Background: an optimization exercise with open tools, aiming at small area, a short achievable clock period and few clock cycles. Do not read the settings as production practice.
For this run, only the layout was checked, not whether the RTL still works.
No activity file was given, so power comes from the tool's default toggle rates.

**flow/run.sh**
```bash
#!/bin/bash
# Layout flow: the standard ORFS flow, with synthesis changed only in its
# technology mapping: no adder extraction (ADDER_MAP_FILE empty) and an
# area-oriented ABC script for the combinational logic. Registers, their
# names and cell types are as the standard synthesis makes them.
set -euo pipefail
HERE=$(pwd)
FLOW_DIR=$HERE/flow

cat > $HERE/own_synth.tcl <<TCL
proc abc {args} {
  set i [lsearch -exact \$args -script]
  if { \$i >= 0 } { lset args [expr { \$i + 1 }] $FLOW_DIR/abc_area.script }
  yosys abc {*}\$args
}
source $HERE/synth_recipe.tcl
TCL

sed -e "s#SYNTH_SCRIPT=[^ ]*#SYNTH_SCRIPT=$HERE/own_synth.tcl ADDER_MAP_FILE=#" standard.sh > $HERE/own_standard.sh
grep -q "own_synth.tcl" $HERE/own_standard.sh

bash $HERE/own_standard.sh finish > $HERE/make_finish.log 2>&1
```
**flow/abc_area.script**
```
strash
&get -n
&fraig -x
&put
scorr
dc2
strash
dch -f
amap
topo
```
**standard.sh**
```bash
#!/bin/bash
# synth_recipe.tcl (not shown) runs the flow's synth.tcl, then flattens the netlist and writes it again
# the make line also repeats each setting of config.mk as NAME=value (left out here)
make -C /OpenROAD-flow-scripts/flow DESIGN_CONFIG=/design/flow/config.mk WORK_HOME=/design/flow/orfs CLKGATE_MAP_FILE= SYNTH_SCRIPT=/design/flow/synth_recipe.tcl "${@:-finish}"
```
**config.mk**
```make
export PLATFORM = sky130hd
export DESIGN_NAME = g2048_top
export DESIGN_NICKNAME = g2048_top
export VERILOG_FILES = /design/flow/design.v
export SDC_FILE = /design/flow/constraint.sdc
export NUM_CORES = 8
export LEC_CHECK = 0
export CAP_MARGIN = 20
export CORE_MARGIN = 2
export CORE_UTILIZATION = 40
export SLEW_MARGIN = 20
```
**constraint.sdc**
```tcl
create_clock -name core_clock -period 30.0 [get_ports {clk}]
set_input_delay 6.0000 -clock core_clock [delete_from_list [all_inputs] [get_ports {clk}]]
set_output_delay 6.0000 -clock core_clock [all_outputs]
set_load 0.01 [all_outputs]
```
**design.v**
```verilog
function automatic [3:0] board_index(input [1:0] dir, input integer k, input integer i);
	integer r;
	integer c;
	integer idx;
	begin
		case (dir)
			2'd0: begin
				r = k;
				c = i;
			end
			2'd1: begin
				r = k;
				c = 4 - 1 - i;
			end
			2'd2: begin
				r = i;
				c = k;
			end
			default: begin  
				r = 4 - 1 - i;
				c = k;
			end
		endcase
		idx = r * 4 + c;
		board_index = idx[3:0];
	end
endfunction
module line_merge (input [15:0] line_in, output logic [15:0] line_out, output logic changed);
	logic [3:0] a0,a1,a2,a3,p0,p1,p2,p3;
	logic z0,z1,z2,z3;
	logic e01,e12,e23,m0,m1,m2;
	logic [3:0] t0,t1,t2,t3;   
	logic w0,w1,w2;            
	function automatic [3:0] inc(input [3:0] x);
		inc = {x[3]^(x[2]&x[1]&x[0]), x[2]^(x[1]&x[0]), x[1]^x[0], ~x[0]};
	endfunction
	always_comb begin
		{a3,a2,a1,a0} = line_in;
		z0 = a0==0; z1 = a1==0; z2 = a2==0; z3 = a3==0;
		p0 = !z0 ? a0 : !z1 ? a1 : !z2 ? a2 : a3;
		case ({z0,z1})
			2'b00: p1 = a1;
			2'b01, 2'b10: p1 = !z2 ? a2 : a3;
			default: p1 = a3;  
		endcase
		if ({z0,z1} == 2'b11) p1 = (!z2) ? a3 : 4'd0;
		p2 = (!z0 && !z1 && !z2) ? a2 : ((z0 + z1 + z2) == 1 ? a3 : 4'd0);
		if ((z0 + z1 + z2) == 1 && z3) p2 = 0;
		p3 = (!z0 && !z1 && !z2) ? a3 : 4'd0;
		if (!(!z0 && !z1 && !z2 && !z3)) p3 = 0;
		e01 = p0 == p1 && p1 != 0;
		e12 = p1 == p2 && p2 != 0;
		e23 = p2 == p3 && p3 != 0;
		m0 = e01;
		m1 = !m0 && e12;
		m2 = !m1 && e23;
		if (m0) begin
			t0 = inc(p0); w0 = p0 == 15;
			t1 = m2 ? inc(p2) : p2; w1 = m2 && p2 == 15;
			t2 = m2 ? 4'd0 : p3; w2 = 0;
			t3 = 0;
		end else if (m1) begin
			t0 = p0; w0 = 0;
			t1 = inc(p1); w1 = p1 == 15;
			t2 = p3; w2 = 0;
			t3 = 0;
		end else begin
			t0 = p0; w0 = 0;
			t1 = p1; w1 = 0;
			t2 = m2 ? inc(p2) : p2; w2 = m2 && p2 == 15;
			t3 = m2 ? 4'd0 : p3;
		end
		line_out = {t3,t2,t1,t0};
		if (w0 && w1) line_out = {8'd0, t3, t2};
		else if (w0) line_out = {4'd0, t3, t2, t1};
		else if (w1) line_out = {4'd0, t3, t2, t0};
		else if (w2) line_out = {4'd0, t3, t1, t0};
		changed = (z0 && (!z1 || !z2 || !z3)) | (z1 && (!z2 || !z3)) | (z2 && !z3) | m0 | m1 | m2;
	end
endmodule
module g2048_top (
	input  logic        clk,
	input  logic        rst_n,
	input  logic        cyc,
	input  logic        stb,
	input  logic        we,
	input  logic [4:0]  adr,
	input  logic [31:0] dat_w,
	output logic [31:0] dat_r,
	output logic        ack
);
function automatic [3:0] board_index(input [1:0] dir, input integer k, input integer i);
	integer r;
	integer c;
	integer idx;
	begin
		case (dir)
			2'd0: begin
				r = k;
				c = i;
			end
			2'd1: begin
				r = k;
				c = 4 - 1 - i;
			end
			2'd2: begin
				r = i;
				c = k;
			end
			default: begin  
				r = 4 - 1 - i;
				c = k;
			end
		endcase
		idx = r * 4 + c;
		board_index = idx[3:0];
	end
endfunction
	logic [63:0] board;       
	logic [3:0]  lfsr;
	logic        ph1;         
	logic        ph2;         
	logic [1:0]  dir;
	logic        chg;         
	logic [3:0]  rdat;
	logic        busy;
	logic        req;
	logic        wr_move;
	logic [31:0] lines;       
	logic [31:0] merged;
	logic [1:0]  changed;
	logic        any_changed;
	logic [63:0] shifted;
	logic [3:0]  lfsr_next;
	logic [15:0] empty;
	logic [15:0] put;
	logic        win;
	logic        lose;
	logic [3:0]  rd_data;
	assign busy    = ph1 | ph2;
	assign req     = cyc && stb && !ack && !busy;
	assign wr_move = req && we && (adr == 5'd16);
	always_comb begin
		for (int u = 0; u < 2; u++)
			for (int i = 0; i < 4; i++)
				lines[16*u + 4*i +: 4] = board[4*board_index(dir, u, i) +: 4];
	end
	for (genvar g = 0; g < 2; g++) begin : g_line
		line_merge u_merge (
			.line_in  (lines[16*g +: 16]),
			.line_out (merged[16*g +: 16]),
			.changed  (changed[g])
		);
	end
	always_comb begin
		for (int r = 0; r < 4; r++)
			for (int c = 0; c < 4; c++)
				if (!dir[1]) begin
					if (r < 2)
						shifted[4*(4*r + c) +: 4] = board[4*(4*(r + 2) + c) +: 4];
					else if (dir[0])
						shifted[4*(4*r + c) +: 4] = merged[16*(r - 2) + 4*(3 - c) +: 4];
					else
						shifted[4*(4*r + c) +: 4] = merged[16*(r - 2) + 4*c +: 4];
				end else begin
					if (c < 2)
						shifted[4*(4*r + c) +: 4] = board[4*(4*r + c + 2) +: 4];
					else if (dir[0])
						shifted[4*(4*r + c) +: 4] = merged[16*(c - 2) + 4*(3 - r) +: 4];
					else
						shifted[4*(4*r + c) +: 4] = merged[16*(c - 2) + 4*r +: 4];
				end
	end
	assign any_changed = chg | (|changed);
	assign lfsr_next   = {lfsr[2:0], lfsr[3] ^ lfsr[2]};
	always_comb begin
		logic [15:0] upper;
		logic [15:0] pu;
		logic [15:0] pe;
		logic        any_upper;
		for (int j = 0; j < 16; j++) begin
			empty[j] = (shifted[4*j +: 4] == 4'd0);
			upper[j] = empty[j] && (j >= lfsr_next);
		end
		pu[0] = 1'b0;
		pe[0] = 1'b0;
		for (int j = 1; j < 16; j++) begin
			pu[j] = pu[j-1] | upper[j-1];
			pe[j] = pe[j-1] | empty[j-1];
		end
		any_upper = pu[15] | upper[15];
		for (int j = 0; j < 16; j++)
			put[j] = ph2 && any_changed && (any_upper ? (upper[j] && !pu[j]) : (empty[j] && !pe[j]));
	end
	always_comb begin
		logic full;
		logic pair;
		win  = 1'b0;
		full = 1'b1;
		pair = 1'b0;
		for (int q = 0; q < 16; q++) begin
			if (board[4*q +: 4] == 4'd0) full = 1'b0;
			if (board[4*q +: 4] == 11) win = 1'b1;
		end
		for (int r = 0; r < 4; r++)
			for (int c = 0; c < 3; c++)
				if (board[4*(4*r + c) +: 4] == board[4*(4*r + c + 1) +: 4]) pair = 1'b1;
		for (int r = 0; r < 3; r++)
			for (int c = 0; c < 4; c++)
				if (board[4*(4*r + c) +: 4] == board[4*(4*r + c + 4) +: 4]) pair = 1'b1;
		lose = full && !pair;
	end
	always_comb begin
		rd_data = 4'd0;
		if (!adr[4])
			rd_data = board[4*adr[3:0] +: 4];
		else if (adr == 5'd17)
			rd_data = {1'b0, lose, win, busy};
	end
	always_ff @(posedge clk) begin
		if (!rst_n) begin
			ack  <= 1'b0;
			ph1  <= 1'b0;
			ph2  <= 1'b0;
			lfsr <= 4'b1001;
		end else begin
			ack <= req;
			ph1 <= wr_move;
			ph2 <= ph1;
			if (ph2 && any_changed)
				lfsr <= lfsr_next;
		end
	end
	always_ff @(posedge clk) begin
		if (!rst_n) begin
			board <= '0;
		end else if (busy) begin
			board <= shifted;
			for (int j = 0; j < 16; j++)
				if (put[j]) board[4*j] <= 1'b1;
		end else if (req && we && !adr[4]) begin
			board[4*adr[3:0] +: 4] <= dat_w[3:0];
		end
	end
	always_ff @(posedge clk) begin
		if (!ph1)
			dir <= dat_w[1:0];
		chg  <= |changed;
		rdat <= rd_data;
	end
	assign dat_r = {28'd0, rdat};
endmodule
```
==> reports/metrics.cfg <==
[clock_network]
root_buffer = clkbuf_16
cts_made_buffers = 9
clk-insertion-delay-late_ns = 0.36
cts_max_level = 3
cts_setup_buffers = 0
cts_resized = 0
cts_tree = built
path_clk_slew_ns = 0.06
postCtsHoldBufs = 0
clk_path_buf_depth = 2
cts.sinks = 78

[worst_setup_path]
critPathMaxStageDelay_ns = 0.84
arrival_ns = 12.64
end_kind = register
worst-path-buf-inv = 11
cpMaxStageDelayCell = nor2_1
critPathTopFamily = simple AND/OR/NAND/NOR gates
r2r_start = dir[0]
crit_start = dir[0]
worstPathMaxFanout = 50
path_class = reg -> reg
crit_top_cell = nand2b_1
timing.critical_path.from_type = register
worstPathRequired_ns = 30.21

[timing]
setup_viol = 0
period_share_pct = 41.40
rsz0062_at_grt = no
tightest_slew_ns = 1.187
fmax_mhz = 80.51
report.final.slew_viol_count = 0
hold_viol = 0
finalClockSkew_ns = 0.01345
min_period_ns = 12.42
holdWs_ns = 0.5002
setup-tns-final_ns = 0
slew-limit-headroom_pct = 20.59

[die]
core_um2 = 21020
placementRows = 53
start_util_pct = 40.79
dieArea_um2 = 22620
io_pins = 75
die_w_um = 150.4
die_y_um = 150.4

[worst_hold_path]
hold_path_class = reg -> reg
hp-start = lfsr[1]

[final_layout]
final_nets = 1417
layout.core_utilization_pct = 45.12
layout-drive-gt1-share_pct = 2.971
fillCellCount = 2263
area_growth_pct = 10.61

[pwr]
total_power_w = 0.0003400
internal_power_w = 0.0002079
seqPwrFrac_pct = 32.3
pwr-share-comb_pct = 33.9
ir_drop_v = 0.00002434
p_switching_w = 0.0001321
clkPwrFrac_pct = 33.8
p_per_area_nw_per_um2 = 35.85
power.share.switching_pct = 38.84
leakagePower_nw = 2.742

[placement]
place_congestion = 1.065
port_buffers = 18
post-dp-hpwl_mm = 35.23

[synth]
synthDistinctLibCells = 49
yosys_warnings = 2
avgSynthCellArea_um2 = 6.481
yosysSeqAreaShare_pct = 18.44
yosysMostFrequentCell = o22ai_1
syn_area_um2 = 8574
synthCells = 1323
netlist_top_cells_count = 187 x o22ai_1, 179 x nor2_1, 167 x clkinv_1, 103 x o21ai_0, 98 x nand2_1
synth_seq_cells = 78
synth_area_leaders = dfxtp_1 18%, o22ai_1 14%, nor2_1 7.8%, clkinv_1 7.3%, nor4_1 6.4%
synth_top_area_share_pct = 17.74
synth_edf_count = 2
yosysTopAreaCell = dfxtp_1
async_flop_share_pct = 0
yosys_most_used_dff = dfxtp_1

[detailed_routing]
vias = 12280
wl_per_cell_um = 28.53
post-route-drc-count = 0
drtIter0Drc = 2526
drtAntennaViolNets = 0
vias_per_cell = 7.412
drt-total-wl_mm = 47.25
firstDrtPassIters = 9

[grt]
gr-total-overflow = 0
antenna_found_initial = 2
grt_max_degree = 66
grt_pass1_wl_mm = 68.88
grt_pass1_vias = 10600
grt_usage_pct = 41.08

[run]
maxCapViolCount = 0

[status]
status = complete, no violations

-- worst reg2reg max path: cells and delay by family (launching register included) --
family | cells | cell delay, ns
compound gates | 18 | 4.20
flops | 1 | 0.33
simple gates | 23 | 5.06
buf+inv | 11 | 2.71
-- cells by family (layout without fill, tap and decap cells) --
| logic type | after synthesis | after routing | synth area share, % |
|---|---|---|---|
| compound gates | 568 | 568 | 45.47 |
| simple gates | 481 | 481 | 26.28 |
| buf+inv | 195 | 225 | 9.762 |
| flops | 78 | 78 | 18.44 |
| other cells | 1 | 29 | 0.04373 |
-- final timing paths --
check / slack, ns / cells after the start / end
max: 17.58 / 52 / board[36]
min: 0.50 / 2 / lfsr[1]
max reg2reg: 17.58 / 52 / board[36]
min reg2reg: 0.50 / 2 / lfsr[1]
-- per-layer routing --
metal	track usage (%)	vias up	wire length (µm)
met5	0	-	0
met4	22.55	0	3167
met3	12.30	226	6777
met2	59.34	1009	18950
met1	54.44	5680	18360
li1	-	5360	-
-- state kept, by name, summed over array words and instances, names as in the netlist --
signal and count:
dir 2, ack 1, board 64, ph1 1, ph2 1, chg 1, lfsr 4, rdat 4
-- metrics by stage --
step | setup slack, ns | instance area [µm²] | std cells
CTS | 18.06 | 9482 | 1655
floorplan | 18.13 | 8676 | 1350
detailed placement | 18.10 | 9180 | 1639
global placement | 18.22 | 9180 | 1639
finish | 17.58 | 9484 | 1656
global route | 16.25 | 9482 | 1655
-- cells in the final DEF (no fill, tap or decap), types with 3 or more instances in the layout --
cell type | synthesis | layout
a2111oi_0 | 4 | 4
a211oi_1 | 5 | 5
a21o_1 | 3 | 3
a21oi_1 | 38 | 38
a221oi_1 | 25 | 25
a222oi_1 | 37 | 37
a22oi_1 | 9 | 9
a31oi_1 | 40 | 40
buf_4 | 28 | 24
clkbuf_16 | 0 | 9
clkdlybuf4s50_1 | 0 | 18
clkinv_1 | 167 | 167
conb_1 | 1 | 28
dfxtp_1 | 76 | 76
nand2_1 | 98 | 98
nand2b_1 | 10 | 10
nand3_1 | 19 | 19
nand4_1 | 7 | 7
nor2_1 | 179 | 177
nor2b_1 | 3 | 3
nor3_1 | 39 | 39
nor4_1 | 88 | 88
o211ai_1 | 6 | 6
o21a_1 | 12 | 12
o21ai_0 | 103 | 103
o221a_1 | 4 | 4
o221ai_1 | 28 | 28
o22a_1 | 40 | 40
o22ai_1 | 187 | 187
o32a_1 | 9 | 9
o32ai_1 | 4 | 4
or2_0 | 16 | 16
or3_1 | 16 | 16
-- power by group through the flow --
| stage | sequential, W | clock (W) | combinational [W] |
|---|---|---|---|
| floorplan | 0.000111 | 0 | 0.0000766 |
| global placement | 0.000112 | 0 | 0.000109 |
| detailed placement | 0.000112 | 0 | 0.000109 |
| CTS | 0.000109 | 0.000115 | 0.000110 |
| global route | 0.000110 | 0.000119 | 0.000123 |
| finish | 0.000110 | 0.000115 | 0.000115 |
-- layout make-up --
cell class | count | area [µm²] | share of cell area [%]
inverter | 167 | 626.9 | 6.609
antenna | 1 | 2.502 | 0.02639
tap | 275 | 344.1 | 3.628
sequential | 78 | 1582 | 16.68
multi-input combinational | 1077 | 6267 | 66.08
timing repair buffer | 42 | 360.3 | 3.799
clock buffer | 11 | 242.7 | 2.559
clock inverter | 5 | 58.81 | 0.6201

-- what the ideal ports hide --
Ports are ideal in the flow. The routed layout listed here was re-timed in OpenROAD.
Step 1 (the two cells are an assumption about what drives the block):
set clk [get_ports {clk}]
set_driving_cell -lib_cell sky130_fd_sc_hd__clkbuf_16 $clk
set_driving_cell -lib_cell sky130_fd_sc_hd__buf_2 [delete_from_list [all_inputs] $clk]
Step 2, shift: input delay + t, output delay - t, t = (earliest + latest rising clock arrival at the registers) / 2. This alone moves slack from input paths to output paths.
Slacks: ideal ports / drivers / drivers and shift; pairs: ideal ports / drivers.
t (ns): 0.391
slack for setup (ns): 17.580 / 17.580 / 17.580
clock arrival spread, ns: 0.013 / 0.013
worst register clock-pin slew, ns: 0.07 / 0.07
cell pins on the clock port's net: 1
After both steps this run still meets setup and hold. The setup slack of this run moves by 0.000 ns with the drivers and by 0.000 ns with both steps.
